Background: an optimization exercise with open tools, aiming at small area. Do not read the settings as production practice. In this exercise RTL edits were held to simulation tests only and were not proved equivalent to the original. Power figures rest on the tool's default switching activity, not on a simulated workload.

==> design.v <==
module mips_multi #(
  parameter int unsigned ADDR_W   = 32,
  parameter logic [31:0] RESET_PC = 32'h0000_0000
) (
  input  logic              clk,
  input  logic              rst,
  output logic              mem_req,
  output logic              mem_we,
  output logic [ADDR_W-1:0] mem_addr,
  output logic [31:0]       mem_wdata,
  input  logic [31:0]       mem_rdata,
  input  logic              mem_ready,
  output logic              halted,
  output logic [31:0]       retired
);
  localparam logic [3:0] S_CLR = 4'd0;   
  localparam logic [3:0] S_EX1 = 4'd1;   
  localparam logic [3:0] S_EX2 = 4'd2;   
  localparam logic [3:0] S_FW  = 4'd3;   
  localparam logic [3:0] S_LW  = 4'd4;   
  localparam logic [3:0] S_ST  = 4'd5;   
  localparam logic [3:0] S_AL1 = 4'd6;   
  localparam logic [3:0] S_AL2 = 4'd7;   
  localparam logic [3:0] S_HLT = 4'd8;   
  localparam logic [3:0] C_ADD  = 4'd0;
  localparam logic [3:0] C_SUB  = 4'd1;
  localparam logic [3:0] C_AND  = 4'd2;
  localparam logic [3:0] C_OR   = 4'd3;
  localparam logic [3:0] C_SLT  = 4'd4;
  localparam logic [3:0] C_ADDI = 4'd5;
  localparam logic [3:0] C_LW   = 4'd6;
  localparam logic [3:0] C_SW   = 4'd7;
  localparam logic [3:0] C_BEQ  = 4'd8;
  localparam logic [3:0] C_J    = 4'd9;
  localparam logic [3:0] C_JAL  = 4'd10;
  localparam logic [3:0] C_JR   = 4'd11;
  localparam logic [3:0] C_NOP  = 4'd12;
  localparam logic [3:0] C_HALT = 4'd13;
  logic [3:0]  r_state;
  logic [4:0]  r_ph;
  logic [3:0]  r_cls;
  logic [4:0]  r_rs;
  logic [4:0]  r_rt;
  logic        r_sgn;
  logic [31:0] r_x;
  logic [31:0] r_addr;
  logic        r_c;       
  logic        r_pcc;     
  logic        r_kc;      
  logic        r_flag;    
  logic [31:0][31:0] r_ring;
  logic [31:0] r_cnt;
  logic ph0, ph31, ph_ge2, ph_le15, ph_le17, ph_le27;
  assign ph0     = (r_ph == 5'd0);
  assign ph31    = (r_ph == 5'd31);
  assign ph_ge2  = (r_ph >= 5'd2);
  assign ph_le15 = (r_ph <= 5'd15);
  assign ph_le17 = (r_ph <= 5'd17);
  assign ph_le27 = (r_ph <= 5'd27);
  logic st_clr, st_ex1, st_ex2_run, st_st;
  assign st_clr = (r_state == S_CLR);
  assign st_ex1 = (r_state == S_EX1);
  assign st_st  = (r_state == S_ST);
  assign st_ex2_run = (r_state == S_EX2) || (st_st && mem_ready && ph0);
  logic c_rtype, c_add, c_sub, c_and, c_or, c_slt, c_addi, c_lw, c_sw, c_beq, c_j, c_jal, c_jr, c_halt;
  assign c_add  = (r_cls == C_ADD);
  assign c_sub  = (r_cls == C_SUB);
  assign c_and  = (r_cls == C_AND);
  assign c_or   = (r_cls == C_OR);
  assign c_slt  = (r_cls == C_SLT);
  assign c_addi = (r_cls == C_ADDI);
  assign c_lw   = (r_cls == C_LW);
  assign c_sw   = (r_cls == C_SW);
  assign c_beq  = (r_cls == C_BEQ);
  assign c_j    = (r_cls == C_J);
  assign c_jal  = (r_cls == C_JAL);
  assign c_jr   = (r_cls == C_JR);
  assign c_halt = (r_cls == C_HALT);
  assign c_rtype = c_add || c_sub || c_and || c_or || c_slt;
  logic [31:0] q0;         
  logic        p;          
  logic        k;          
  always_comb begin
    for (int i = 0; i < 32; i++) q0[i] = r_ring[i][0];
    q0[0] = 1'b0;
  end
  assign p = r_ring[0][0];
  assign k = r_cnt[0];
  logic a, b;
  assign a = q0[r_rs];
  assign b = q0[r_rt];
  logic immb;
  assign immb = (c_beq ? ph_le17 : ph_le15) ? r_x[0] : r_sgn;
  logic opb, cin, s, cout;
  assign opb  = (c_add ? b : 1'b0) | (c_sub || c_slt ? ~b : 1'b0) | (c_addi || c_lw || c_sw ? immb : 1'b0);
  assign cin  = ph0 ? (c_sub || c_slt) : r_c;
  assign s    = a ^ opb ^ cin;
  assign cout = (a & opb) | (a & cin) | (opb & cin);
  logic ne_all, taken, lt;
  assign ne_all = (!ph0 && r_flag) || (a ^ b);
  assign taken  = !ne_all;                        
  assign lt     = (a ^ b) ? a : s;                
  logic pb, pcin, ps;
  assign pb   = st_ex2_run ? (ph_ge2 && immb) : (r_ph == 5'd2);
  assign pcin = ph0 ? 1'b0 : r_pcc;
  assign ps   = p ^ pb ^ pcin;
  logic npc, pc_we;
  always_comb begin
    npc = ps;
    if (st_ex1 && c_jr) npc = a;
    else if (st_ex1 && (c_j || c_jal)) npc = !ph_ge2 ? 1'b0 : (ph_le27 ? r_x[0] : ps);
    if (st_clr) npc = 1'b0;
  end
  assign pc_we = st_clr || (st_ex1 && !c_halt) || (st_ex2_run && c_beq);
  logic       wen, wbit;
  logic [4:0] wsel;
  assign wsel = c_rtype ? r_x[15:11] : (c_jal ? 5'd31 : r_rt);
  assign wen  = (st_ex1 && (c_add || c_sub || c_and || c_or || c_addi || c_jal)) ||
                (st_ex2_run && (c_slt || c_lw));
  always_comb begin
    wbit = s;
    if (c_and) wbit = a & b;
    else if (c_or) wbit = a | b;
    else if (c_slt) wbit = ph0 && r_flag;
    else if (c_lw) wbit = r_x[0];
    else if (c_jal) wbit = ps;
    if (st_clr) wbit = 1'b0;
  end
  logic [7:0] wdec_hi;
  logic [3:0] wdec_lo;
  always_comb begin
    for (int j = 0; j < 8; j++) wdec_hi[j] = st_clr || (wen && (wsel[4:2] == j[2:0]));
    for (int j = 0; j < 4; j++) wdec_lo[j] = st_clr || (wsel[1:0] == j[1:0]);
  end
  logic anb, aw;
  always_comb begin
    anb = npc;
    if (st_ex1 && (c_lw || c_sw)) anb = s;
    else if (st_ex1 && c_halt) anb = k;
    else if (st_ex2_run) anb = c_beq ? ps : p;
    if (st_clr) anb = 1'b0;
  end
  assign aw = st_clr || st_ex1 || st_ex2_run;
  logic [7:0] adec_hi;
  logic [3:0] adec_lo;
  always_comb begin
    for (int j = 0; j < 8; j++) adec_hi[j] = rst || (aw && (r_ph[4:2] == j[2:0]));
    for (int j = 0; j < 4; j++) adec_lo[j] = rst || (r_ph[1:0] == j[1:0]);
  end
  always_ff @(posedge clk) begin
    for (int i = 0; i < 32; i++)
      if (adec_hi[i / 4] && adec_lo[i % 4]) r_addr[i] <= anb && !rst;
  end
  logic xsh, x_ld;
  assign xsh = (st_ex1 && (c_addi || c_lw || c_sw)) ||
               (st_ex1 && (c_j || c_jal) && ph_ge2) ||
               (st_ex2_run && c_beq && ph_ge2) ||
               (st_ex2_run && c_lw);
  logic pass31, req_end;
  assign pass31 = ph31 && (st_clr || st_ex1 || (r_state == S_EX2));
  assign req_end = st_clr || (r_state == S_EX2) ||
                   (st_ex1 && !c_slt && !c_sw && !c_halt && !(c_beq && taken));
  always_comb begin
    mem_req = 1'b0;
    if (!rst) begin
      if (pass31) mem_req = req_end;
      else if (r_state == S_FW || r_state == S_LW || st_st) mem_req = 1'b1;
    end
  end
  assign mem_we    = st_st;
  assign mem_addr  = {(pass31 ? anb : r_addr[31]), r_addr[30:0]};
  assign mem_wdata = r_x;
  logic is_load_req, acc;
  assign is_load_req = (pass31 && st_ex1 && c_lw) || (r_state == S_LW);
  assign acc   = mem_req && mem_ready;
  assign x_ld  = acc && !st_st;
  logic [5:0] f_op, f_fn;
  logic [3:0] f_cls;
  assign f_op = mem_rdata[31:26];
  assign f_fn = mem_rdata[5:0];
  always_comb begin
    case (f_op)
      6'h00: begin
        case (f_fn)
          6'h20:   f_cls = C_ADD;
          6'h22:   f_cls = C_SUB;
          6'h24:   f_cls = C_AND;
          6'h25:   f_cls = C_OR;
          6'h2A:   f_cls = C_SLT;
          6'h08:   f_cls = C_JR;
          default: f_cls = C_NOP;
        endcase
      end
      6'h08:   f_cls = C_ADDI;
      6'h23:   f_cls = C_LW;
      6'h2B:   f_cls = C_SW;
      6'h04:   f_cls = C_BEQ;
      6'h02:   f_cls = C_J;
      6'h03:   f_cls = C_JAL;
      6'h3F:   f_cls = C_HALT;
      default: f_cls = C_NOP;
    endcase
  end
  assign halted  = (r_state == S_HLT);
  assign retired = r_addr;
  always_ff @(posedge clk) begin
    for (int i = 1; i < 32; i++)
      r_ring[i] <= {(wdec_hi[i / 4] && wdec_lo[i % 4]) ? wbit : r_ring[i][0], r_ring[i][31:1]};
    r_ring[0] <= {pc_we ? npc : p, r_ring[0][31:1]};
  end
  logic kcin;
  assign kcin = ph0 ? (st_ex1 && !c_halt) : r_kc;
  always_ff @(posedge clk) begin
    r_cnt <= {(k ^ kcin) && !st_clr, r_cnt[31:1]};
    r_kc  <= k && kcin && !ph31;
    r_c   <= cout;
    r_pcc <= (p & pb) | (p & pcin) | (pb & pcin);
    if (st_ex1 && c_slt && ph31) r_flag <= lt;
    else if (st_ex1) r_flag <= ne_all;
  end
  always_ff @(posedge clk) begin
    if (x_ld) r_x <= mem_rdata;
    else if (xsh) r_x <= {b, r_x[31:1]};
  end
  logic fetch_acc;
  assign fetch_acc = acc && !st_st && !is_load_req;
  always_ff @(posedge clk) begin
    if (fetch_acc) begin
      r_cls <= f_cls;
      r_rs  <= mem_rdata[25:21];
      r_rt  <= mem_rdata[20:16];
      r_sgn <= mem_rdata[15];
    end
  end
  always_ff @(posedge clk) begin
    if (rst) begin
      r_state <= S_CLR;
      r_ph    <= 5'd0;
    end else begin
      r_ph <= r_ph + 5'd1;
      case (r_state)
        S_CLR: if (ph31) r_state <= mem_ready ? S_EX1 : S_FW;
        S_EX1: if (ph31) begin
          if (c_halt) r_state <= S_HLT;
          else if (c_sw) r_state <= S_ST;
          else if (c_slt || (c_beq && taken)) r_state <= S_EX2;
          else if (c_lw) r_state <= mem_ready ? S_EX2 : S_LW;
          else r_state <= mem_ready ? S_EX1 : S_FW;
        end
        S_EX2: if (ph31) r_state <= mem_ready ? S_EX1 : S_FW;
        S_FW:  if (mem_ready) r_state <= ph31 ? S_EX1 : S_AL1;
        S_LW:  if (mem_ready) r_state <= ph31 ? S_EX2 : S_AL2;
        S_ST:  if (mem_ready) r_state <= ph0 ? S_EX2 : S_AL2;
        S_AL1: if (ph31) r_state <= S_EX1;
        S_AL2: if (ph31) r_state <= S_EX2;
        S_HLT: r_state <= S_HLT;
        default: r_state <= S_CLR;
      endcase
    end
  end
endmodule
==> run.sh <==
#!/bin/bash
# synth_recipe.tcl (not shown) runs the flow's synth.tcl, then flattens the netlist and writes it again
# the make line also repeats each setting of config.mk as NAME=value (left out here)
make -C /OpenROAD-flow-scripts/flow DESIGN_CONFIG=/design/flow/config.mk WORK_HOME=/design/flow/orfs CLKGATE_MAP_FILE= SYNTH_SCRIPT=/design/flow/synth_recipe.tcl finish
==> config.mk <==
export PLATFORM = sky130hd
export DESIGN_NAME = mips_multi
export DESIGN_NICKNAME = mips_multi
export VERILOG_FILES = /design/flow/design.v
export SDC_FILE = /design/flow/constraint.sdc
export NUM_CORES = 4
export LEC_CHECK = 0
export CAP_MARGIN = 0
export CORE_MARGIN = 2
export CORE_UTILIZATION = 40
export CTS_BUF_LIST = sky130_fd_sc_hd__clkbuf_16
export CTS_CLUSTER_DIAMETER = 60
export CTS_CLUSTER_SIZE = 40
export SLEW_MARGIN = 0
==> constraint.sdc <==
create_clock -name core_clock -period 10.0 [get_ports {clk}]
set_input_delay 2.0000 -clock core_clock [delete_from_list [all_inputs] [get_ports {clk}]]
set_output_delay 2.0000 -clock core_clock [all_outputs]
set_load 0.01 [all_outputs]
==> flow_summary_export.csv, run 1 <==
group,metric,value,unit
outcome,status,"complete, no violations",
worst_hold_path,hold_end,"r_ring[729]",
cells_and_area,mostFrequentLayoutCells,"1068 x dfxtp_1, 133 x clkdlybuf4s50_1, 80 x edfxtp_1, 78 x nand2_1, 69 x nor2_1",
synth,syn_nets,1754,
cells_and_area,regArea,23780,um^2
cells_and_area,insertedDiodeCount,0,
floorplanning,die_y,266.8,um
cts,cts_resized,0,
timing,setup_viol,0,
global_routing,grt_pass1_vias,11060,
synth,synth_edf_count,80,
drt,drt_drc_violations_left,0,
timing,rsz0062_at_grt,"false",
setup_path,reg2reg_from,"r_rs[2]",
timing,drv_slew,0,
setup_path,cp.buffers_inverters,2,
synth,synth_cell_types,71,
setup_path,slowest_delay,0.64,ns
setup_path,critPathArrivalTime,5.80,ns
cts,cts_made_buffers,50,
timing,hold_viol,0,
cts,clock_path_buffers,3,
floorplanning,io_pins,134,
floorplanning,initial_core_util,40.35,%
synth,syn_inst,1707,
cts,clk_latency,0.63,ns
cells_and_area,finalCoreUtilization,46.28,%
synth,netlist_area,27620,um^2
floorplanning,core_area,68470,um^2
placed_design,dp_slack,2.216,ns
synth,yosysWarnings,1,
global_routing,grt_use_met3,2.316,%
cts,cts.root.buffer_cell,"clkbuf_16",
drt,drtIter0Drc,715,
drt,firstDrtPassIters,6,
pwr,p_leak,12.24,nW
global_routing,antenna_found_initial,0,
placed_design,dp_hpwl,25140,um
cells_and_area,nets,1876,
cts,cts_tree,"done",
timing,worst_pin_slew,1.009,ns
worst_hold_path,holdPathStages,0,
timing,whs,0.2914,ns
timing,period_minus_slack,7.805,ns
synth,synthFlopType,"dfxtp_1",
drt,vias,11690,
flow_run,max_cap_violations,0,
cells_and_area,syn2layout_area_growth,14.70,%
synth,ys_ff_latch,1148,
setup_path,cpLargestDelayFamily,"compound AO/OA/AOI/OAI gates",
drt,ant_nets,0,
synth,syn_avg_cell_area,16.18,um^2
cts,postCtsSetupRepairBufs,0,
setup_path,cp_max_fo,7,
synth,synthArstFlopShare,0,%
floorplanning,dieArea,71180,um^2
drt,via_per_inst,4.254,
worst_hold_path,holdCritPathClass,"register to register",
synth,seq_area_frac_synth,86.09,%
cells_and_area,multi_input_area,3356,um^2
setup_path,r2r_end,"r_x[27]",
placed_design,place.gp.congestion,0.7894,
cts,clock-sinks,1148,
setup_path,crit_type,"primary input to primary output",
global_routing,use_met1,16.19,%
setup_path,reg2reg_slack,3.96,ns
timing,finalClockSkew,0.03841,ns
floorplanning,die_w,266.8,um
floorplanning,placementRows,96,
setup_path,worstSetupEndpointType,"primary output",
pwr,ir_worst_vdd,0.0001412,V
setup_path,crit_slowest_cell,"a32oi_1",
cells_and_area,drive_gt1_share,7.659,%
cts,htreeDepth,2,
pwr,power.density,232.4,nW/um^2
global_routing,gr-usage-met2,16.22,%
timing,tns,0,ns
setup_path,start_kind,"primary input",
cells_and_area,final_common_cell,"dfxtp_1",
timing,layout_setup_ws,2.195,ns
cells_and_area,nFillCells,5854,
timing,relSlewSlack,32.67,%
global_routing,grt_max_degree,41,
timing,fin_crit_sh,78.05,%
drt,routedWlPerCell,14.28,um
timing,max_freq,128.1,MHz
worst_hold_path,hold_path_startpoint,"r_ring[730]",
global_routing,grt-ovfl-total,0,
cts,clkTransAtPathRegs,0.12,ns
placed_design,io_buffer_count,133,
global_routing,grt_usage,10.99,%
setup_path,path_cells,"clkdlybuf4s50_1 -> a32oi_1 -> a21oi_1 -> a21oi_1 -> nor2_1 -> fa_1 -> and3_1 -> a221o_1 -> o211ai_1 -> a31oi_1 -> o21ai_0 -> o21bai_1 -> a31oi_1 -> clkdlybuf4s50_1",
global_routing,grt_pass1_wl,61740,um
setup_path,cp.required,8.00,ns
global_routing,busiest_layer,"met2",
setup_path,r2r_cells,16,
cts,hold_buffers,0,
drt,drt-total-wl,39260,um
Yosys cell counts, types with 3 or more instances:
cell type / number / share of area, %
nor2b_1: 26 / 0.59
or3_1: 6 / 0.14
buf_2: 7 / 0.13
mux4_2: 3 / 0.24
clkbuf_1: 22 / 0.30
a21oi_1: 26 / 0.47
ha_1: 10 / 0.45
nor2_1: 69 / 0.94
edfxtp_1: 80 / 8.7
nand2_1: 78 / 1.1
and2_1: 13 / 0.29
a32oi_1: 3 / 0.095
dfxtp_1: 1068 / 77
mux2_4: 29 / 1.6
a211oi_1: 3 / 0.082
nand3_1: 18 / 0.33
a22oi_1: 3 / 0.082
o22a_1: 5 / 0.16
o21ai_0: 13 / 0.24
nor4b_1: 5 / 0.16
xor2_1: 3 / 0.095
a221oi_1: 7 / 0.22
o311a_1: 3 / 0.11
buf_6: 5 / 0.20
inv_1: 16 / 0.22
mux2i_1: 51 / 1.8
a31oi_1: 11 / 0.25
nor3_1: 9 / 0.16
nand2b_1: 10 / 0.23
xnor2_1: 3 / 0.095
buf_4: 31 / 0.84
mux2_2: 7 / 0.29
o22ai_1: 4 / 0.091
o211ai_1: 5 / 0.14
buf_1: 4 / 0.054
and3_1: 4 / 0.091
a2111oi_0: 4 / 0.13
worst reg2reg max path, delay by kind of cell, from the launching register on:
family / cells / cell delay, ns
AOI/OAI and AO/OA: 7 / 1.38
DFF: 1 / 0.78
buffers and inverters: 4 / 1.21
adders and majority gates: 1 / 0.23
muxes: 1 / 0.41
and+or+nand+nor: 3 / 1.70
flip-flops by register name, indices dropped and copies added (netlist names), 5 cells and up:
name,flops
r_addr,32
r_cnt,32
r_rt,5
r_rs,5
r_x,32
r_ph,5
r_ring,1024
worst max-delay path by stage:
| stage | slack [ns] | cells past startpoint | to | start |
|---|---|---|---|---|
| after CTS | 2.18 | 14 | mem_addr[31] | mem_ready |
| after floorplan | 3.71 | 12 | mem_addr[31] | mem_ready |
| final | 2.20 | 14 | mem_addr[31] | mem_ready |
| after global routing | 1.98 | 14 | mem_addr[31] | mem_ready |
| after detailed placement | 2.22 | 14 | mem_addr[31] | mem_ready |
| after global placement | 2.22 | 14 | mem_addr[31] | mem_ready |
layer usage:
layer / wire (um) / vias up
met5: 0 / -
met4: 813 / 0
met3: 2071 / 56
met2: 16340 / 252
met1: 20040 / 5572
li1: - / 5813
power breakdown:
part	internal, mW	switching [mW]
combinational	0.0446	0.0424
sequential	4.63	0.00608
clock	1.08	1.56
cell type report:
type	count	area share [%]
Timing Repair Buffer	139	4.344
Clock buffer	51	4.028
Inverter	17	0.2014
Clock inverter	39	2.290
Tap cell	882	3.483
Multi-Input combinational cell	473	10.59
Sequential cell	1148	75.06
cells by family (layout without fill, tap and decap cells):
| group | Yosys count | count (layout) | synth area share [%] |
|---|---|---|---|
| AOI/OAI and AO/OA | 109 | 109 | 2.845 |
| and+or+nand+nor | 256 | 256 | 4.561 |
| adders and majority gates | 12 | 12 | 0.5979 |
| xor gates and xnor gates | 6 | 6 | 0.1903 |
| muxes | 90 | 90 | 3.954 |
| DFF | 1148 | 1148 | 86.09 |
| buffers and inverters | 86 | 246 | 1.757 |
through the flow:
step | cells | power, mW | cell area, um^2
3_5_place_dp | 2659 | 4.824 | 29680
5_1_grt | 2749 | 7.637 | 31680
3_3_place_gp | 2659 | 4.823 | 29680
2_1_floorplan | 1707 | 4.778 | 27620
6_report | 2749 | 7.362 | 31680
4_1_cts | 2749 | 7.453 | 31680
==> run 2: changes to the inputs <==
--- a/config.mk
+++ b/config.mk
@@ -8,7 +8,7 @@
 export CAP_MARGIN = 0
 export CORE_MARGIN = 2
 export CORE_UTILIZATION = 40
-export CTS_BUF_LIST = sky130_fd_sc_hd__clkbuf_16
+export CTS_BUF_LIST = sky130_fd_sc_hd__clkbuf_8 sky130_fd_sc_hd__clkbuf_16
 export CTS_CLUSTER_DIAMETER = 60
-export CTS_CLUSTER_SIZE = 40
+export CTS_CLUSTER_SIZE = 25
 export SLEW_MARGIN = 0
==> flow_summary_export.csv, run 2 <==
group,metric,value,unit
synth,syn_nets,1754,
floorplanning,placementRows,96,
floorplanning,initial_core_util,40.35,%
setup_path,worstSetupEndpointType,"primary output",
floorplanning,dieArea,71180,um^2
global_routing,grt-ovfl-total,0,
setup_path,start_kind,"primary input",
placed_design,place.gp.congestion,0.7894,
timing,finalClockSkew,0.05178,ns
synth,synth_top_area_share,77.40,%
cells_and_area,drive_gt1_share,7.358,%
cts,cts_tree,"done",
synth,yosys.area.top_type,"dfxtp_1",
synth,synthMostInstantiatedCell,"dfxtp_1",
floorplanning,die_y,266.8,um
cts,clock_path_buffers,3,
worst_hold_path,holdCritPathClass,"register to register",
global_routing,grt_max_degree,37,
timing,whs,0.2776,ns
timing,worst_pin_slew,1.009,ns
synth,ys_ff_latch,1148,
drt,drt_drc_violations_left,0,
cts,clock-sinks,1148,
floorplanning,io_pins,134,
cts,postCtsSetupRepairBufs,0,
synth,synth_cell_types,71,
setup_path,cp_max_fo,7,
timing,layout_setup_ws,2.199,ns
global_routing,antenna_found_initial,0,
floorplanning,die_w,266.8,um
timing,setup_viol,0,
drt,firstDrtPassIters,5,
global_routing,grt_pass1_wl,62040,um
timing,period_minus_slack,7.801,ns
cts,cts_resized,0,
drt,ant_nets,0,
timing,max_freq,128.2,MHz
synth,syn_inst,1707,
global_routing,grt_pass1_vias,11210,
cells_and_area,syn2layout_area_growth,14.08,%
floorplanning,core_area,68470,um^2
pwr,ir_worst_vdd,0.0001407,V
drt,routedWlPerCell,14.38,um
placed_design,io_buffer_count,133,
synth,synth_edf_count,80,
synth,yosysWarnings,1,
placed_design,dp_hpwl,25140,um
drt,vias,11740,
setup_path,crit_type,"primary input to primary output",
timing,relSlewSlack,32.64,%
placed_design,dp_slack,2.216,ns
cells_and_area,largest_register_ff_count,1024,
synth,syn_avg_cell_area,16.18,um^2
outcome,status,"complete, no violations",
cts,htreeDepth,2,
cts,clk_latency,0.64,ns
setup_path,critPathArrivalTime,5.80,ns
pwr,p_leak,12.20,nW
cells_and_area,final_common_cell,"dfxtp_1",
timing,fin_crit_sh,78.01,%
timing,rsz0062_at_grt,"false",
synth,synthFlopType,"dfxtp_1",
drt,drt-total-wl,39490,um
drt,drtIter0Drc,718,
cts,cts_made_buffers,59,
cts,hold_buffers,0,
synth,seq_area_frac_synth,86.09,%
timing,drv_slew,0,
global_routing,grt_usage,11.05,%
cells_and_area,nets,1885,
cts,cts.root.buffer_cell,"clkbuf_16",
synth,yosys-top-cells-count,"1068 x dfxtp_1, 80 x edfxtp_1, 78 x nand2_1",
setup_path,cp.required,8.00,ns
synth,netlist_area,27620,um^2
flow_run,max_cap_violations,0,
cts,clkTransAtPathRegs,0.09,ns
pwr,power.density,230.1,nW/um^2
synth,synth_top_cells_by_area,"dfxtp_1 77%, edfxtp_1 8.7%, mux2i_1 1.8%",
timing,tns,0,ns
cells_and_area,regMostFlops,"r_ring",
cells_and_area,mostFrequentLayoutCells,"1068 x dfxtp_1, 133 x clkdlybuf4s50_1, 80 x edfxtp_1, 78 x nand2_1, 69 x nor2_1",
timing,hold_viol,0,
drt,via_per_inst,4.275,
synth,synthArstFlopShare,0,%
## run 2: critical path, cell delays in order
cell and delay (ns):
clkdlybuf4s50_1 0.48, a32oi_1 0.64, a21oi_1 0.08, a21oi_1 0.16, nor2_1 0.07, fa_1 0.54, and3_1 0.21, a221o_1 0.31
o211ai_1 0.22, a31oi_1 0.12, o21ai_0 0.16, o21bai_1 0.16, a31oi_1 0.14, clkdlybuf4s50_1 0.51
## run 2: kinds of logic after synthesis
| logic type | count (synthesis) | synth area share (%) |
|---|---|---|
| simple gates | 256 | 4.561 |
| fa+ha+maj | 12 | 0.5979 |
| buf+inv | 86 | 1.757 |
| flops | 1148 | 86.09 |
| mux | 90 | 3.954 |
| compound gates | 109 | 2.845 |
| xor+xnor | 6 | 0.1903 |
## run 2: metrics by stage
step / util (%) / power (mW) / instance area (um^2) / std cells
after CTS: 46.02 / 7.348 / 31510 / 2744
after global routing: 46.02 / 7.533 / 31510 / 2744
after detailed placement: 43.35 / 4.824 / 29680 / 2659
after floorplan: - / 4.778 / 27620 / 1707
final: 46.03 / 7.252 / 31510 / 2746
after global placement: 43.35 / 4.823 / 29680 / 2659
## run 2: final cells by class
class	count	area, um^2
Fill cell	5871	36950
Sequential cell	1148	23780
Multi-Input combinational cell	473	3356
Clock buffer	60	1501
Timing Repair Buffer	139	1376
Tap cell	882	1104
Clock inverter	25	324.1
Inverter	17	63.81
Antenna cell	2	5.005
## run 2: metal layers
metal | global-route usage [%] | part of all wire (%) | up-vias
li1 | - | - | 5816
met1 | 16.15 | 51 | 5610
met2 | 16.36 | 42 | 253
met3 | 2.454 | 5.6 | 59
met4 | 3.295 | 2.0 | 0
met5 | 0 | 0 | -
## run 2: report_power, final
| part | leakage [nW] | switching (mW) | total (mW) | internal [mW] |
|---|---|---|---|---|
| Combinational | 1.95 | 0.0425 | 0.0871 | 0.0446 |
| Sequential | 9.35 | 0.00610 | 4.63 | 4.62 |
| Clock | 0.898 | 1.40 | 2.54 | 1.13 |
## run 2: worst paths after layout
| check | startpoint | to | slack (ns) | cells past startpoint |
|---|---|---|---|---|
| min | r_ring[753] | r_ring[752] | 0.28 | 0 |
| min reg2reg | r_ring[753] | r_ring[752] | 0.28 | 0 |
| max reg2reg | r_rs[2] | r_x[5] | 3.93 | 16 |
| max | mem_ready | mem_addr[31] | 2.20 | 14 |
==> run 3: changes to the inputs <==
==> flow/run.sh (new file) <==
#!/bin/bash
# Standard ORFS layout (the standard.sh) with two changes in how it is made:
# the port buffers use the smallest buffer cell (every port still gets one), and
# clock tree synthesis runs with its own arguments (no dummy balancing loads).
set -euo pipefail
export BUFFER_PORTS_ARGS="-buffer_cell sky130_fd_sc_hd__buf_1"
export CTS_ARGS="-sink_clustering_enable -repair_clock_nets -dont_use_dummy_load -buf_list sky130_fd_sc_hd__clkbuf_16 -sink_clustering_size 30 -sink_clustering_max_diameter 80"
bash standard.sh > standard_flow.log 2>&1
==> standard.sh (new file) <==
#!/bin/bash
# synth_recipe.tcl (not shown) runs the flow's synth.tcl, then flattens the netlist and writes it again
# the make line also repeats each setting of config.mk as NAME=value (left out here)
make -C /OpenROAD-flow-scripts/flow DESIGN_CONFIG=/design/flow/config.mk WORK_HOME=/design/flow/orfs CLKGATE_MAP_FILE= SYNTH_SCRIPT=/design/flow/synth_recipe.tcl "${@:-finish}"
--- a/config.mk
+++ b/config.mk
@@ -8,7 +8,4 @@
 export CAP_MARGIN = 0
 export CORE_MARGIN = 2
 export CORE_UTILIZATION = 40
-export CTS_BUF_LIST = sky130_fd_sc_hd__clkbuf_8 sky130_fd_sc_hd__clkbuf_16
-export CTS_CLUSTER_DIAMETER = 60
-export CTS_CLUSTER_SIZE = 25
 export SLEW_MARGIN = 0
removed: run.sh
==> flow_summary_export.csv, run 3 <==
group,metric,value,unit
timing,setup_viol,0,
cells_and_area,drive_gt1_share,5.699,%
setup_path,slowest_delay,0.92,ns
synth,yosysWarnings,1,
timing,max_freq,138.8,MHz
cells_and_area,final_common_cell,"dfxtp_1",
floorplanning,initial_core_util,40.35,%
synth,synthFlopType,"dfxtp_1",
floorplanning,io_pins,134,
drt,routedWlPerCell,14.44,um
timing,relSlewSlack,25.45,%
global_routing,grt_usage,10.92,%
cells_and_area,nets,1874,
synth,synth_top_cells_by_area,"dfxtp_1 77%, edfxtp_1 8.7%, mux2i_1 1.8%",
synth,yosys-top-cells-count,"1068 x dfxtp_1, 80 x edfxtp_1, 78 x nand2_1",
global_routing,grt-ovfl-total,0,
drt,drt-total-wl,39080,um
synth,syn_inst,1707,
cells_and_area,syn2layout_area_growth,8.787,%
synth,synth_top_area_share,77.40,%
synth,syn_nets,1754,
timing,fin_crit_sh,72.05,%
setup_path,cp.required,8.00,ns
drt,vias,11580,
cells_and_area,mostFrequentLayoutCells,"1068 x dfxtp_1, 133 x buf_1, 80 x edfxtp_1, 78 x nand2_1, 69 x nor2_1",
setup_path,cpLargestDelayFamily,"compound AO/OA/AOI/OAI gates",
worst_hold_path,holdCritPathClass,"register to register",
cts,htreeDepth,2,
cells_and_area,largest_register_ff_count,1024,
synth,yosys.area.top_type,"dfxtp_1",
setup_path,crit_slowest_cell,"nor4b_1",
drt,firstDrtPassIters,5,
floorplanning,dieArea,71180,um^2
synth,netlist_area,27620,um^2
flow_run,max_cap_violations,0,
setup_path,cp_max_fo,19,
timing,drv_slew,0,
global_routing,grt_pass1_wl,60990,um
synth,ys_ff_latch,1148,
cells_and_area,regMostFlops,"r_ring",
pwr,p_leak,11.54,nW
global_routing,grt_pass1_vias,11290,
placed_design,io_buffer_count,133,
timing,worst_pin_slew,1.118,ns
cts,clock-sinks,1148,
pwr,power.density,225.6,nW/um^2
cts,clkTransAtPathRegs,0.10,ns
floorplanning,die_y,266.8,um
cts,cts.root.buffer_cell,"clkbuf_16",
timing,finalClockSkew,0.08437,ns
pwr,power.total,6.780,mW
floorplanning,placementRows,96,
drt,ant_nets,0,
placed_design,dp_hpwl,25030,um
setup_path,cpMostUsedCell,"a31oi_1",
global_routing,grt_max_degree,37,
cts,clk_latency,0.61,ns
cts,cts_made_buffers,48,
cts,postCtsSetupRepairBufs,0,
setup_path,cp.buffers_inverters,1,
synth,syn_avg_cell_area,16.18,um^2
drt,drtIter0Drc,631,
setup_path,start_kind,"register",
placed_design,place.gp.congestion,0.7965,
cts,cts_resized,0,
setup_path,crit_type,"register to primary output",
pwr,ir_worst_vdd,0.0001627,V
cells_and_area,insertedDiodeCount,0,
timing,tns,0,ns
timing,rsz0062_at_grt,"false",
cts,clock_path_buffers,3,
setup_path,worstSetupEndpointType,"primary output",
global_routing,antenna_found_initial,0,
timing,hold_viol,0,
synth,synthArstFlopShare,0,%
synth,seq_area_frac_synth,86.09,%
setup_path,critPathArrivalTime,5.21,ns
floorplanning,die_w,266.8,um
cts,hold_buffers,0,
timing,period_minus_slack,7.205,ns
synth,synth_edf_count,80,
setup_path,path_cells,"nor4b_1 -> o211ai_1 -> a31oi_1 -> mux2_2 -> nor2_1 -> nor2_1 -> fa_1 -> and3_1 -> a221o_1 -> o211ai_1 -> a31oi_1 -> o21ai_0 -> o21bai_1 -> a31oi_1 -> buf_1",
drt,drt_drc_violations_left,0,
outcome,status,"complete, no violations",
drt,via_per_inst,4.276,
synth,synthMostInstantiatedCell,"dfxtp_1",
floorplanning,core_area,68470,um^2
cts,cts_tree,"done",
synth,synth_cell_types,71,
run 3: cell counts after synthesis:
No cell type changed its count.
run 3: final cells by class:
cell class,instances,area (um^2)
flip-flops and latches,1148,23780
clock buffers,48,1201
repair buffers,139,544.3
well taps,882,1104
inverters,17,63.81
fillers,6012,38410
multi-input cells,473,3356
run 3: where the power goes:
| group | switching, mW | leakage, nW | internal (mW) | total [mW] |
|---|---|---|---|---|
| logic | 0.0429 | 1.60 | 0.0199 | 0.0628 |
| clock network | 1.23 | 0.592 | 0.862 | 2.09 |
| registers | 0.00574 | 9.35 | 4.62 | 4.63 |
run 3: final timing paths:
kind	from	to	slack, ns	cells after the start
max	r_cls[0]	mem_addr[31]	2.79	15
min reg2reg	r_ring[856]	r_ring[855]	0.24	0
max reg2reg	r_rs[2]	r_x[6]	4.06	16
min	r_ring[856]	r_ring[855]	0.24	0
run 3: cell families after synthesis:
group                      share of synthesized area [%]
xor gates and xnor gates                          0.1903
adders and majority gates                         0.5979
and+or+nand+nor                                    4.561
AOI/OAI and AO/OA                                  2.845
DFF                                                86.09
buffers and inverters                              1.757
muxes                                              3.954
run 3: per-stage QoR:
stage / hold slack (ns) / cells / worst slack [ns] / cell area [um^2] / util, %
floorplan: 0.3096 / 1707 / 3.713 / 27620 / -
global placement: 0.3097 / 2659 / 2.919 / 28850 / 42.14
detailed placement: 0.3121 / 2659 / 2.952 / 28850 / 42.14
CTS: 0.2374 / 2707 / 2.758 / 30050 / 43.89
global route: 0.2402 / 2707 / 2.454 / 30050 / 43.89
finish: 0.2390 / 2707 / 2.795 / 30050 / 43.89
run 3: routing by layer:
metal | track usage, % | wire, um | vias up
met2 | 16.21 | 16270 | 235
met5 | 0 | 0 | -
met1 | 15.73 | 19860 | 5492
met4 | 3.690 | 1058 | 0
met3 | 2.436 | 1898 | 76
li1 | - | - | 5773
==> run 4: changes to the inputs <==
==> flow/run.sh (replaced) <==
#!/bin/bash
# Standard ORFS layout (the standard.sh) with two changes in how it is made:
# the port buffers use the smallest buffer cell (every port still gets one), and
# clock tree synthesis runs with its own arguments (no dummy balancing loads).
set -euo pipefail
export BUFFER_PORTS_ARGS="-buffer_cell sky130_fd_sc_hd__buf_1"
export CTS_ARGS="-sink_clustering_enable -repair_clock_nets -dont_use_dummy_load -buf_list sky130_fd_sc_hd__clkbuf_8 -sink_clustering_size 20 -sink_clustering_max_diameter 60"
bash standard.sh > standard_flow.log 2>&1
==> flow_summary_export.csv, run 4 <==
group,metric,value,unit
outcome,status,"complete, no violations",
setup_path,cp.required,8.00,ns
setup_path,crit_type,"register to primary output",
cells_and_area,nFillCells,6065,
worst_hold_path,hold_path_startpoint,"r_ring[877]",
timing,whs,0.2275,ns
flow_run,max_cap_violations,0,
placed_design,dpl.cell_count,2659,
setup_path,critPathArrivalTime,5.22,ns
drt,firstDrtPassIters,5,
floorplanning,die_y,266.8,um
synth,yosys-top-cells-count,"1068 x dfxtp_1, 80 x edfxtp_1, 78 x nand2_1",
synth,synthMostInstantiatedCell,"dfxtp_1",
cts,postCtsSetupRepairBufs,0,
cts,cts_resized,0,
setup_path,cp.buffers_inverters,1,
drt,drt_drc_violations_left,0,
global_routing,antenna_found_initial,0,
timing,max_freq,138.6,MHz
drt,routedWlPerCell,14.36,um
cells_and_area,regMostFlops,"r_ring",
cells_and_area,mostFrequentLayoutCells,"1068 x dfxtp_1, 133 x buf_1, 80 x edfxtp_1, 78 x nand2_1, 72 x clkbuf_8",
placed_design,placed_area,28850,um^2
synth,synthFlopType,"dfxtp_1",
timing,fin_crit_sh,72.16,%
synth,synth_top_area_share,77.40,%
cts,cts_made_buffers,72,
pwr,p_leak,11.46,nW
placed_design,dp_hpwl,25030,um
synth,yosys.area.top_type,"dfxtp_1",
setup_path,start_kind,"register",
setup_path,slowest_delay,0.91,ns
pwr,p_sw_share,19.25,%
timing,hold_viol,0,
setup_path,crit_slowest_cell,"nor4b_1",
cts,htreeDepth,3,
cells_and_area,final_cell_area,29840,um^2
pwr,power.switching,1.263,mW
cells_and_area,drive_gt1_share,6.923,%
placed_design,dp_slack,2.952,ns
pwr,seqPwrFrac,70.6,%
global_routing,grt_max_degree,37,
cts,clock_path_buffers,3,
floorplanning,placementRows,96,
synth,syn_inst,1707,
worst_hold_path,holdCritPathClass,"register to register",
timing,finalClockSkew,0.1073,ns
pwr,ir_worst_vdd,0.0001082,V
setup_path,cpMostUsedCell,"a31oi_1",
worst_hold_path,hold_end,"r_ring[876]",
synth,ys_ff_latch,1148,
synth,seq_area_frac_synth,86.09,%
cells_and_area,final_common_cell,"dfxtp_1",
setup_path,worstSetupEndpointType,"primary output",
global_routing,grt_pass1_vias,11540,
global_routing,grt_usage,11.10,%
setup_path,crit_cells,15,
cells_and_area,final_cells,2732,
floorplanning,dieArea,71180,um^2
placed_design,io_buffer_count,133,
synth,netlist_area,27620,um^2
cts,cts.root.buffer_cell,"clkbuf_8",
cts,clock-sinks,1148,
global_routing,grt_pass1_wl,61650,um
timing,setup_viol,0,
timing,tns,0,ns
cts,cts_tree,"done",
worst_hold_path,holdPathStages,0,
floorplanning,die_w,266.8,um
floorplanning,io_pins,134,
placed_design,place.gp.congestion,0.7965,
setup_path,reg2reg_slack,3.97,ns
cells_and_area,nets,1898,
synth,synthArstFlopShare,0,%
synth,synth_edf_count,80,
timing,rsz0062_at_grt,"false",
synth,syn_avg_cell_area,16.18,um^2
pwr,internal_power,5.296,mW
synth,synth_top_cells_by_area,"dfxtp_1 77%, edfxtp_1 8.7%, mux2i_1 1.8%",
synth,synth_cell_types,71,
timing,layout_setup_ws,2.784,ns
setup_path,path_cells,"nor4b_1 -> o211ai_1 -> a31oi_1 -> mux2_2 -> nor2_1 -> nor2_1 -> fa_1 -> and3_1 -> a221o_1 -> o211ai_1 -> a31oi_1 -> o21ai_0 -> o21bai_1 -> a31oi_1 -> buf_1",
cells_and_area,finalCoreUtilization,43.59,%
timing,worst_pin_slew,1.116,ns
synth,syn_nets,1754,
pwr,pwr-share-clk,28.4,%
cts,hold_buffers,0,
synth,yosysWarnings,1,
setup_path,cp_max_fo,19,
setup_path,r2r_cells,16,
setup_path,reg2reg_from,"r_rs[2]",
pwr,p_comb_share,1.0,%
drt,drt-total-wl,39230,um
drt,drtIter0Drc,587,
drt,vias,11770,
timing,drv_slew,0,
cells_and_area,largest_register_ff_count,1024,
cells_and_area,syn2layout_area_growth,8.035,%
timing,period_minus_slack,7.216,ns
cts,clkTransAtPathRegs,0.11,ns
timing,relSlewSlack,25.59,%
global_routing,grt-ovfl-total,0,
pwr,power.total,6.559,mW
floorplanning,core_area,68470,um^2
setup_path,cpLargestDelayFamily,"compound AO/OA/AOI/OAI gates",
setup_path,r2r_end,"r_x[31]",
drt,via_per_inst,4.307,
pwr,power.density,219.8,nW/um^2
floorplanning,initial_core_util,40.35,%
drt,ant_nets,0,
cts,clk_latency,0.69,ns
-- run 4: changes by cell type in the layout (fill, tap and decap cells not counted), sizes merged --
| cell | delta |
|---|---|
| diode | +1 |
| clkbuf | +24 |
-- run 4: area by class of cell --
cell class	count	area [um^2]	area share, %
clock buffer	72	991.0	3.320
sequential	1148	23780	79.69
multi-input combinational	473	3356	11.24
antenna	1	2.502	0.008385
tap	882	1104	3.698
timing repair buffer	139	544.3	1.824
inverter	17	63.81	0.2138
-- run 4: logic make-up after synthesis --
| kind of cell | Yosys count | share of synthesized area [%] |
|---|---|---|
| mux | 90 | 3.954 |
| buf+inv | 86 | 1.757 |
| simple gates | 256 | 4.561 |
| fa+ha+maj | 12 | 0.5979 |
| compound gates | 109 | 2.845 |
| xor+xnor | 6 | 0.1903 |
| flops | 1148 | 86.09 |
-- run 4: per-layer routing --
metal | global-route usage [%] | vias to the layer above | routed length (um)
li1 | - | 5803 | -
met1 | 15.72 | 5601 | 19610
met2 | 16.12 | 272 | 16320
met3 | 2.694 | 90 | 2143
met4 | 4.874 | 0 | 1166
met5 | 0 | - | 0
-- run 4: worst max-delay path by stage --
stage	from	slack (ns)	to
2_1_floorplan	mem_ready	3.71	mem_addr[31]
3_3_place_gp	mem_ready	2.92	mem_addr[31]
3_5_place_dp	mem_ready	2.95	mem_addr[31]
4_1_cts	r_cls[0]	2.70	mem_addr[31]
5_1_grt	r_cls[0]	2.40	mem_addr[31]
6_report	r_cls[0]	2.78	mem_addr[31]
-- run 4: power groups by stage --
| stage | Clock (mW) | Sequential, mW | Combinational, mW |
|---|---|---|---|
| detailed placement | 0 | 4.74 | 0.0628 |
| global placement | 0 | 4.74 | 0.0630 |
| floorplan | 0 | 4.74 | 0.0400 |
| CTS | 1.97 | 4.63 | 0.0633 |
| global route | 2.13 | 4.63 | 0.0698 |
| finish | 1.87 | 4.63 | 0.0629 |
==> run 5: changes to the inputs <==
==> flow/run.sh (replaced) <==
#!/bin/bash
# Standard ORFS layout (the standard.sh) with two changes in how it is made:
# the port buffers use the smallest buffer cell (every port still gets one), and
# clock tree synthesis runs with its own arguments (no dummy balancing loads).
set -euo pipefail
export BUFFER_PORTS_ARGS="-buffer_cell sky130_fd_sc_hd__buf_1"
export CTS_ARGS="-sink_clustering_enable -repair_clock_nets -dont_use_dummy_load -buf_list sky130_fd_sc_hd__clkbuf_8 -sink_clustering_size 24 -sink_clustering_max_diameter 40"
bash standard.sh > standard_flow.log 2>&1
==> flow_summary_export.csv, run 5 <==
group,metric,value,unit
setup_path,cpMostUsedCell,"a31oi_1",
synth,syn_avg_cell_area,16.18,um^2
timing,rsz0062_at_grt,"false",
placed_design,place.gp.congestion,0.7965,
setup_path,cp_max_fo,19,
synth,seq_area_frac_synth,86.09,%
cts,hold_buffers,0,
setup_path,cp.required,8.00,ns
drt,routedWlPerCell,14.32,um
timing,fin_crit_sh,72.44,%
global_routing,grt_pass1_wl,61980,um
global_routing,grt_pass1_vias,11670,
setup_path,r2r_end,"r_x[6]",
cells_and_area,nets,1924,
setup_path,crit_type,"register to primary output",
drt,firstDrtPassIters,5,
timing,max_freq,138.0,MHz
cells_and_area,mostFrequentLayoutCells,"1068 x dfxtp_1, 133 x buf_1, 98 x clkbuf_8, 80 x edfxtp_1, 78 x nand2_1",
cells_and_area,final_common_cell,"dfxtp_1",
synth,yosys.area.top_type,"dfxtp_1",
synth,synthArstFlopShare,0,%
timing,period_minus_slack,7.244,ns
setup_path,worstSetupEndpointType,"primary output",
drt,vias,11850,
cts,cts_tree,"done",
cells_and_area,syn2layout_area_growth,9.331,%
cts,postCtsSetupRepairBufs,0,
drt,drt_drc_violations_left,0,
worst_hold_path,hold_end,"r_ring[174]",
cells_and_area,largest_register_ff_count,1024,
timing,relSlewSlack,26.31,%
worst_hold_path,holdPathStages,0,
setup_path,r2r_cells,15,
cells_and_area,nFillCells,6033,
floorplanning,io_pins,134,
drt,via_per_inst,4.298,
setup_path,critPathArrivalTime,5.24,ns
floorplanning,die_y,266.8,um
synth,synth_top_cells_by_area,"dfxtp_1 77%, edfxtp_1 8.7%, mux2i_1 1.8%",
floorplanning,initial_core_util,40.35,%
cells_and_area,finalCoreUtilization,44.11,%
setup_path,crit_slowest_cell,"nor4b_1",
cts,clock_path_buffers,3,
setup_path,start_kind,"register",
placed_design,io_buffer_count,133,
pwr,ir_worst_vdd,0.0001108,V
timing,worst_pin_slew,1.105,ns
setup_path,reg2reg_from,"r_rt[0]",
cts,htreeDepth,3,
pwr,p_leak,11.65,nW
setup_path,reg2reg_slack,4.04,ns
outcome,status,"complete, no violations",
synth,netlist_area,27620,um^2
timing,hold_viol,0,
global_routing,grt_max_degree,37,
floorplanning,dieArea,71180,um^2
floorplanning,placementRows,96,
pwr,power.density,226.1,nW/um^2
setup_path,path_cells,"nor4b_1 -> o211ai_1 -> a31oi_1 -> mux2_2 -> nor2_1 -> nor2_1 -> fa_1 -> and3_1 -> a221o_1 -> o211ai_1 -> a31oi_1 -> o21ai_0 -> o21bai_1 -> a31oi_1 -> buf_1",
global_routing,grt_usage,11.14,%
setup_path,cp.buffers_inverters,1,
synth,synthFlopType,"dfxtp_1",
flow_run,max_cap_violations,0,
floorplanning,die_w,266.8,um
synth,synth_edf_count,80,
floorplanning,core_area,68470,um^2
cells_and_area,drive_gt1_share,8.213,%
placed_design,dpl.cell_count,2659,
cells_and_area,regMostFlops,"r_ring",
worst_hold_path,hold_path_startpoint,"r_ring[175]",
drt,drtIter0Drc,584,
cts,cts_resized,0,
placed_design,dp_hpwl,25030,um
timing,drv_slew,0,
timing,setup_viol,0,
drt,drt-total-wl,39500,um
synth,yosys-top-cells-count,"1068 x dfxtp_1, 80 x edfxtp_1, 78 x nand2_1",
setup_path,cpLargestDelayFamily,"compound AO/OA/AOI/OAI gates",
cts,cts_made_buffers,98,
cts,clock-sinks,1148,
worst_hold_path,holdCritPathClass,"register to register",
setup_path,slowest_delay,0.92,ns
cts,cts.root.buffer_cell,"clkbuf_8",
cts,clk_latency,0.73,ns
synth,yosysWarnings,1,
synth,synth_top_area_share,77.40,%
global_routing,antenna_found_initial,0,
cts,clkTransAtPathRegs,0.10,ns
synth,synthMostInstantiatedCell,"dfxtp_1",
drt,ant_nets,0,
cells_and_area,final_cells,2758,
timing,tns,0,ns
global_routing,grt-ovfl-total,0,
pwr,power.total,6.828,mW
synth,synth_cell_types,71,
timing,finalClockSkew,0.1351,ns
synth,ys_ff_latch,1148,
synth,syn_nets,1754,
synth,syn_inst,1707,
## run 5: how the worst max path moves through the flow
stage | from | end | slack, ns | cells past startpoint
after floorplan | mem_ready | mem_addr[31] | 3.71 | 12
after global placement | mem_ready | mem_addr[31] | 2.92 | 13
after detailed placement | mem_ready | mem_addr[31] | 2.95 | 14
after CTS | r_cls[0] | mem_addr[31] | 2.67 | 15
after global routing | r_cls[0] | mem_addr[31] | 2.40 | 15
final | r_cls[0] | mem_addr[31] | 2.76 | 15
## run 5: area by class of cell
type	count	area [um^2]	share of cell area [%]
multi-input cells	473	3356	11.11
well taps	882	1104	3.654
diodes	1	2.502	0.008286
repair buffers	139	544.3	1.802
clock buffers	98	1349	4.466
inverters	17	63.81	0.2113
flip-flops and latches	1148	23780	78.75
## run 5: cell families (layout without fill, tap and decap cells)
| family | Yosys count | after routing | share of synthesized area, % |
|---|---|---|---|
| mux | 90 | 90 | 3.954 |
| simple gates | 256 | 256 | 4.561 |
| xor+xnor | 6 | 6 | 0.1903 |
| compound gates | 109 | 109 | 2.845 |
| buf+inv | 86 | 254 | 1.757 |
| flops | 1148 | 1148 | 86.09 |
| fa+ha+maj | 12 | 12 | 0.5979 |
| other cells | 0 | 1 | 0 |
## run 5: power breakdown
| part | internal [mW] | switching (mW) |
|---|---|---|
| Sequential | 4.63 | 0.00570 |
| Combinational | 0.0199 | 0.0430 |
| Clock | 0.869 | 1.27 |
## run 5: stage by stage
step | worst slack, ns | instance area (um^2) | hold slack [ns]
2_1_floorplan | 3.713 | 27620 | 0.3096
3_3_place_gp | 2.919 | 28850 | 0.3097
3_5_place_dp | 2.952 | 28850 | 0.3121
4_1_cts | 2.673 | 30200 | 0.2036
5_1_grt | 2.403 | 30200 | 0.1974
6_report | 2.756 | 30200 | 0.2177
## run 5: layer usage
metal	part of all wire, %	up-vias	track usage (%)
met3	5.9	91	2.878
met4	3.2	0	5.208
li1	-	5858	-
met1	50	5612	15.57
met2	41	292	16.14
met5	0	-	0
==> run 6: changes to the inputs <==
==> flow/run.sh (replaced) <==
#!/bin/bash
# Standard ORFS layout (the standard.sh) with two changes in how it is made:
# the port buffers use the smallest buffer cell (every port still gets one), and
# clock tree synthesis runs with its own arguments (no dummy balancing loads).
set -euo pipefail
export BUFFER_PORTS_ARGS="-buffer_cell sky130_fd_sc_hd__buf_1"
export CTS_ARGS="-sink_clustering_enable -repair_clock_nets -dont_use_dummy_load -buf_list sky130_fd_sc_hd__clkbuf_8 -sink_clustering_size 22 -sink_clustering_max_diameter 50"
bash standard.sh > standard_flow.log 2>&1
--- a/config.mk
+++ b/config.mk
@@ -7,5 +7,5 @@
 export LEC_CHECK = 0
 export CAP_MARGIN = 0
 export CORE_MARGIN = 2
-export CORE_UTILIZATION = 40
+export CORE_UTILIZATION = 55
 export SLEW_MARGIN = 0
==> flow_summary_export.csv, run 6 <==
group,metric,value,unit
outcome,status,"complete, no violations",
cells_and_area,nets,1896,
timing,drv_slew,0,
placed_design,place.gp.congestion,0.7870,
global_routing,grt_pass1_wl,63220,um
floorplanning,initial_core_util,55.40,%
cts,clock-sinks,1148,
synth,yosys.area.top_type,"dfxtp_1",
synth,yosys.area_share.simple,4.561,%
global_routing,antenna_found_initial,4,
cells_and_area,final_cell_area,29560,um^2
timing,whs,0.2417,ns
global_routing,grt_usage,15.51,%
synth,netlist_area,27620,um^2
worst_hold_path,holdPathStages,0,
cts,cts.root.buffer_cell,"clkbuf_8",
synth,syn_inst,1707,
timing,rsz0062_at_grt,"false",
drt,drt_drc_violations_left,0,
timing,tns,0,ns
cells_and_area,drive_gt1_share,6.876,%
global_routing,grt_max_degree,37,
drt,drt-total-wl,39140,um
synth,synth_mux_area_share,3.954,%
setup_path,worstSetupEndpointType,"primary output",
cells_and_area,regMostFlops,"r_ring",
cts,htreeDepth,3,
worst_hold_path,hold_path_startpoint,"r_ring[447]",
synth,synth_top_area_share,77.40,%
drt,via_per_inst,4.631,
cells_and_area,final_common_cell,"dfxtp_1",
pwr,p_leak,11.45,nW
synth,yosys.area_share.adder,0.5979,%
synth,ys_ff_latch,1148,
timing,worst_pin_slew,1.083,ns
timing,finalClockSkew,0.1001,ns
synth,seq_area_frac_synth,86.09,%
cells_and_area,largest_register_ff_count,1024,
synth,synth_top_cells_by_area,"dfxtp_1 77%, edfxtp_1 8.7%, mux2i_1 1.8%",
floorplanning,placementRows,82,
setup_path,critPathArrivalTime,5.30,ns
cts,cts_resized,0,
timing,fin_crit_sh,72.96,%
pwr,ir_worst_vdd,0.0001997,V
global_routing,grt_pass1_vias,11590,
flow_run,max_cap_violations,0,
cts,cts_tree,"done",
setup_path,crit_type,"register to primary output",
synth,synth_compound_area_share,2.844,%
setup_path,reg2reg_slack,4.57,ns
setup_path,reg2reg_from,"r_rs[2]",
worst_hold_path,hold_end,"r_ring[446]",
drt,ant_nets,0,
synth,syn_avg_cell_area,16.18,um^2
floorplanning,die_w,228.1,um
synth,yosysWarnings,1,
drt,drtIter0Drc,689,
floorplanning,die_y,228.1,um
synth,synth_top_family_by_area,"simple AND/OR/NAND/NOR gates",
floorplanning,core_area,49860,um^2
cts,cts_made_buffers,71,
synth,syn_nets,1754,
placed_design,io_buffer_count,133,
synth,synthFlopType,"dfxtp_1",
synth,synthArstFlopShare,0,%
setup_path,start_kind,"register",
placed_design,dp_hpwl,24660,um
setup_path,cp_max_fo,19,
cts,clock_path_buffers,3,
synth,synthMostInstantiatedCell,"dfxtp_1",
pwr,power.density,221.3,nW/um^2
synth,synth_cell_types,71,
global_routing,grt-ovfl-total,0,
timing,hold_viol,0,
floorplanning,io_pins,134,
worst_hold_path,holdCritPathClass,"register to register",
cts,postCtsSetupRepairBufs,0,
cts,clk_latency,0.68,ns
setup_path,startpoint,"r_cls[0]",
timing,max_freq,137.1,MHz
timing,period_minus_slack,7.296,ns
cells_and_area,finalCoreUtilization,59.29,%
drt,vias,11670,
synth,synth_edf_count,80,
cells_and_area,mostFrequentLayoutCells,"1068 x dfxtp_1, 133 x buf_1, 80 x edfxtp_1, 78 x nand2_1, 71 x clkbuf_8",
cells_and_area,syn2layout_area_growth,7.021,%
placed_design,placed_area,28580,um^2
setup_path,r2r_cells,15,
cts,hold_buffers,0,
cts,clkTransAtPathRegs,0.12,ns
setup_path,cp.required,8.00,ns
floorplanning,dieArea,52030,um^2
drt,routedWlPerCell,15.53,um
synth,yosys-top-cells-count,"1068 x dfxtp_1, 80 x edfxtp_1, 78 x nand2_1",
timing,setup_viol,0,
setup_path,r2r_end,"r_rs[3]",
timing,relSlewSlack,27.64,%
drt,firstDrtPassIters,5,
synth,synthXorXnorAreaFrac,0.1902,%
-- run 6: worst max-delay path by stage --
| stage | slack (ns) | to | depth (start not counted) |
|---|---|---|---|
| after floorplan | 3.71 | mem_addr[31] | 12 |
| after global placement | 2.85 | mem_addr[31] | 14 |
| after detailed placement | 2.84 | mem_addr[31] | 14 |
| after CTS | 2.58 | mem_addr[31] | 15 |
| after global routing | 2.28 | mem_addr[31] | 15 |
| final | 2.70 | mem_addr[31] | 15 |
-- run 6: power breakdown --
part | internal (mW) | switching [mW] | total (mW) | leakage, nW
clock network | 0.643 | 1.21 | 1.85 | 0.510
registers | 4.63 | 0.00554 | 4.63 | 9.35
logic | 0.0199 | 0.0415 | 0.0614 | 1.59
total | 5.29 | 1.25 | 6.54 | 11.4
-- run 6: layout make-up --
type	count	area, um^2
Antenna cell	1	2.502
Clock buffer	71	977.2
Fill cell	3918	20300
Inverter	17	63.81
Multi-Input combinational cell	473	3359
Sequential cell	1148	23780
Tap cell	672	840.8
Timing Repair Buffer	138	536.8
-- run 6: through the flow --
step,power (mW),instances,setup slack (ns)
after floorplan,4.778,1707,3.713
after global placement,4.797,2448,2.850
after detailed placement,4.798,2448,2.842
after CTS,6.634,2519,2.585
after global routing,6.810,2520,2.284
final,6.542,2520,2.704
-- run 6: logic make-up (layout without fill, tap and decap cells) --
family | count (synthesis) | in the layout
simple gates | 256 | 256
flops | 1148 | 1148
mux | 90 | 90
other cells | 0 | 1
xor+xnor | 6 | 6
fa+ha+maj | 12 | 12
buf+inv | 86 | 226
compound gates | 109 | 109
-- run 6: critical path, stage by stage (launching register included) --
cell      delay (ns)
edfxtp_1        0.68
nor4b_1         0.92
o211ai_1        0.21
a31oi_1         0.24
mux2_2          0.38
nor2_1          0.09
nor2_1          0.08
fa_1            0.57
and3_1          0.21
a221o_1         0.32
o211ai_1        0.22
a31oi_1         0.11
o21ai_0         0.17
o21bai_1        0.17
a31oi_1         0.11
buf_1           0.15
-- run 6: routing by layer --
layer	wire length (um)	vias up	global-route usage [%]
met3	1710	74	3.762
met4	1024	2	5.433
met1	19650	5573	22.19
met2	16750	221	23.21
met5	8	-	0
li1	-	5801	-
==> run 7: changes to the inputs <==
--- a/design.v
+++ b/design.v
@@ -87,10 +87,15 @@
   assign p = r_ring[0][0];
   assign k = r_cnt[0];
   logic a, b;
-  assign a = q0[r_rs];
-  assign b = q0[r_rt];
+  logic [31:0] oh_a, oh_b;
+  always_comb for (int i = 0; i < 32; i++) begin
+    oh_a[i] = (r_rs == i[4:0]);
+    oh_b[i] = (r_rt == i[4:0]);
+  end
+  assign a = |(q0 & oh_a);
+  assign b = |(q0 & oh_b);
   logic immb;
-  assign immb = (c_beq ? ph_le17 : ph_le15) ? r_x[0] : r_sgn;
+  assign immb = (c_beq || ph_le15) ? r_x[0] : r_sgn;
   logic opb, cin, s, cout;
   assign opb  = (c_add ? b : 1'b0) | (c_sub || c_slt ? ~b : 1'b0) | (c_addi || c_lw || c_sw ? immb : 1'b0);
   assign cin  = ph0 ? (c_sub || c_slt) : r_c;
@@ -154,7 +159,7 @@
   logic xsh, x_ld;
   assign xsh = (st_ex1 && (c_addi || c_lw || c_sw)) ||
                (st_ex1 && (c_j || c_jal) && ph_ge2) ||
-               (st_ex2_run && c_beq && ph_ge2) ||
+               (st_ex2_run && c_beq && ph_ge2 && (r_ph <= 5'd16)) ||
                (st_ex2_run && c_lw);
   logic pass31, req_end;
   assign pass31 = ph31 && (st_clr || st_ex1 || (r_state == S_EX2));
--- a/config.mk
+++ b/config.mk
@@ -5,6 +5,7 @@
 export SDC_FILE = /design/flow/constraint.sdc
 export NUM_CORES = 4
 export LEC_CHECK = 0
+export ABC_AREA = 1
 export CAP_MARGIN = 0
 export CORE_MARGIN = 2
 export CORE_UTILIZATION = 55
==> flow_summary_export.csv, run 7 <==
group,metric,value,unit
outcome,status,"complete, no violations",
cts,clk_latency,0.68,ns
synth,yosysWarnings,1,
timing,whs,0.2807,ns
pwr,p_leak,11.84,nW
drt,via_per_inst,4.569,
synth,syn_nets,1931,
flow_run,max_cap_violations,0,
floorplanning,die_w,226.7,um
synth,synth_top_area_share,78.39,%
timing,tns,0,ns
setup_path,reg2reg_slack,5.45,ns
floorplanning,initial_core_util,55.72,%
cells_and_area,final_common_cell,"dfxtp_1",
drt,firstDrtPassIters,5,
timing,setup_viol,0,
synth,yosys.area_share.simple,7.069,%
cts,cts.root.buffer_cell,"clkbuf_8",
cells_and_area,syn2layout_area_growth,7.404,%
cells_and_area,regMostFlops,"r_ring",
global_routing,grt_max_degree,45,
floorplanning,dieArea,51390,um^2
drt,drt_drc_violations_left,0,
synth,synth_compound_area_share,2.725,%
timing,fin_crit_sh,62.52,%
synth,synthFlopType,"dfxtp_1",
setup_path,r2r_cells,19,
synth,netlist_area,27280,um^2
setup_path,worstSetupEndpointType,"primary output",
drt,ant_nets,0,
timing,worst_pin_slew,1.066,ns
timing,rsz0062_at_grt,"false",
synth,syn_avg_cell_area,14.48,um^2
cells_and_area,mostFrequentLayoutCells,"1068 x dfxtp_1, 249 x nand2_1, 133 x buf_1, 116 x nor2_1, 80 x edfxtp_1",
timing,period_minus_slack,6.252,ns
synth,ys_ff_latch,1148,
synth,seq_area_frac_synth,87.19,%
timing,hold_viol,0,
global_routing,grt_pass1_vias,11730,
synth,synth_edf_count,80,
synth,yosys.area.top_type,"dfxtp_1",
synth,yosys.area_share.adder,0.6055,%
synth,synth_mux_area_share,0,%
synth,synthXorXnorAreaFrac,0,%
cells_and_area,nets,2095,
setup_path,r2r_end,"r_x[0]",
floorplanning,io_pins,134,
cts,cts_tree,"done",
placed_design,dp_hpwl,27140,um
worst_hold_path,hold_path_startpoint,"r_ring[850]",
drt,drtIter0Drc,657,
synth,synthArstFlopShare,0,%
setup_path,startpoint,"mem_ready",
cts,cts_made_buffers,71,
timing,finalClockSkew,0.1048,ns
setup_path,crit_type,"primary input to primary output",
synth,synthMostInstantiatedCell,"dfxtp_1",
synth,synth_cell_types,46,
timing,relSlewSlack,28.96,%
timing,drv_slew,0,
cts,clock_path_buffers,3,
setup_path,start_kind,"primary input",
synth,synth_top_family_by_area,"simple AND/OR/NAND/NOR gates",
placed_design,io_buffer_count,133,
floorplanning,core_area,48950,um^2
cells_and_area,largest_register_ff_count,1024,
synth,synth_top_cells_by_area,"dfxtp_1 78%, edfxtp_1 8.8%, nand2_1 3.4%",
cts,clock-sinks,1148,
synth,yosys-top-cells-count,"1068 x dfxtp_1, 249 x nand2_1, 116 x nor2_1",
setup_path,cp_max_fo,6,
pwr,ir_worst_vdd,0.0002084,V
setup_path,reg2reg_from,"r_rs[4]",
setup_path,critPathArrivalTime,4.25,ns
global_routing,grt_pass1_wl,63600,um
cells_and_area,drive_gt1_share,5.181,%
setup_path,endpoint,"mem_addr[31]",
floorplanning,die_y,226.7,um
placed_design,dpl.cell_count,2639,
placed_design,place.gp.congestion,0.8129,
cts,cts_resized,0,
worst_hold_path,holdCritPathClass,"register to register",
cts,clkTransAtPathRegs,0.11,ns
synth,syn_inst,1884,
setup_path,cp.required,8.00,ns
cts,postCtsSetupRepairBufs,0,
floorplanning,placementRows,81,
drt,routedWlPerCell,15.23,um
cells_and_area,insertedDiodeCount,0,
drt,vias,12380,
drt,drt-total-wl,41290,um
global_routing,antenna_found_initial,0,
cts,htreeDepth,3,
global_routing,grt_usage,16.36,%
pwr,power.density,223.0,nW/um^2
global_routing,grt-ovfl-total,0,
cells_and_area,final_cells,2710,
cts,hold_buffers,0,
timing,max_freq,160.0,MHz
-- run 7: report_power, final --
group | total [mW] | switching [mW] | internal [mW] | leakage (nW)
clock network | 1.84 | 1.20 | 0.643 | 0.510
logic | 0.0577 | 0.0411 | 0.0166 | 1.98
registers | 4.63 | 0.00471 | 4.63 | 9.35
total | 6.53 | 1.25 | 5.29 | 11.8
-- run 7: logic make-up after synthesis --
group                      after synthesis
AOI/OAI and AO/OA                      125
adders and majority gates               12
buffers and inverters                  136
DFF                                   1148
and+or+nand+nor                        463
-- run 7: critical path, cell delays in order --
cell and delay [ns]:
buf_1 0.12, a31oi_2 0.41, o31ai_1 0.17, fa_1 0.60, o21ai_0 0.11, nor2_1 0.09, nor2_1 0.05, nor2_1 0.12
nand3_1 0.09, nand2_1 0.07, nand2_1 0.04, nand2_1 0.07, nand3_1 0.07, nand2_1 0.07, buf_1 0.16
-- run 7: area by class of cell --
type,count,area (um^2)
flip-flops and latches,1148,23780
fillers,3905,19660
multi-input cells,600,2836
clock buffers,71,977.2
well taps,664,830.8
repair buffers,137,529.3
inverters,90,339.1
-- run 7: per-stage QoR --
stage,power [mW],area (um^2),utilization [%],worst slack [ns]
global placement,4.792,28320,57.85,3.817
floorplan,4.774,27280,-,4.328
finish,6.532,29300,59.85,3.748
detailed placement,4.793,28320,57.85,3.785
CTS,6.622,29300,59.85,3.759
global route,6.789,29300,59.85,3.582
-- run 7: per-layer routing --
metal	GRT usage, %	part of all wire, %	vias to the layer above
li1	-	-	6234
met1	22.69	49	5760
met2	25.34	43	302
met3	3.719	5.1	86
met4	5.815	2.9	0
met5	0	0	-
-- run 7: worst min path at each step --
stage	endpoint	cells past startpoint
2_1_floorplan	r_cnt[0]	0
3_5_place_dp	r_cnt[11]	0
4_1_cts	r_ring[48]	0
3_3_place_gp	r_ring[274]	0
6_report	r_ring[849]	0
5_1_grt	r_ring[668]	0

-- re-timing with driven ports --
In the flow no input, the clock included, has a driving cell. The finished layouts below were timed again as built, in two steps.
Step 1 assumes that a clkbuf_16 drives the clock port and a buf_2 every other input.
Step 2 also shifts input and output timing later by t, the mid clock arrival at the registers, as if the neighbouring blocks saw the same clock.
Slacks: no drivers / after step 1 / after step 2; pairs: no drivers / after step 1.
| run | t, ns | setup slack, ns | worst setup path at the end | latest minus earliest clock arrival (ns) | worst data-port slew with drivers (ns) |
|---|---|---|---|---|---|
| run 1 | 0.664 | 2.195 / 2.151 / 2.151 | input to output | 0.050 / 0.049 | 0.10 |
| run 2 | 0.668 | 2.199 / 2.155 / 2.155 | input to output | 0.055 / 0.056 | 0.09 |
| run 3 | 0.623 | 2.795 / 2.741 / 2.889 | input to output | 0.096 / 0.096 | 0.10 |
| run 4 | 0.678 | 2.784 / 2.735 / 2.895 | input to output | 0.122 / 0.122 | 0.10 |
| run 5 | 0.697 | 2.756 / 2.708 / 2.882 | input to output | 0.198 / 0.197 | 0.11 |
| run 6 | 0.682 | 2.704 / 2.650 / 2.802 | input to output | 0.101 / 0.101 | 0.09 |
| run 7 | 0.680 | 3.748 / 3.727 / 3.727 | input to output | 0.105 / 0.105 | 0.04 |
After both steps setup and hold are still met in every run listed.
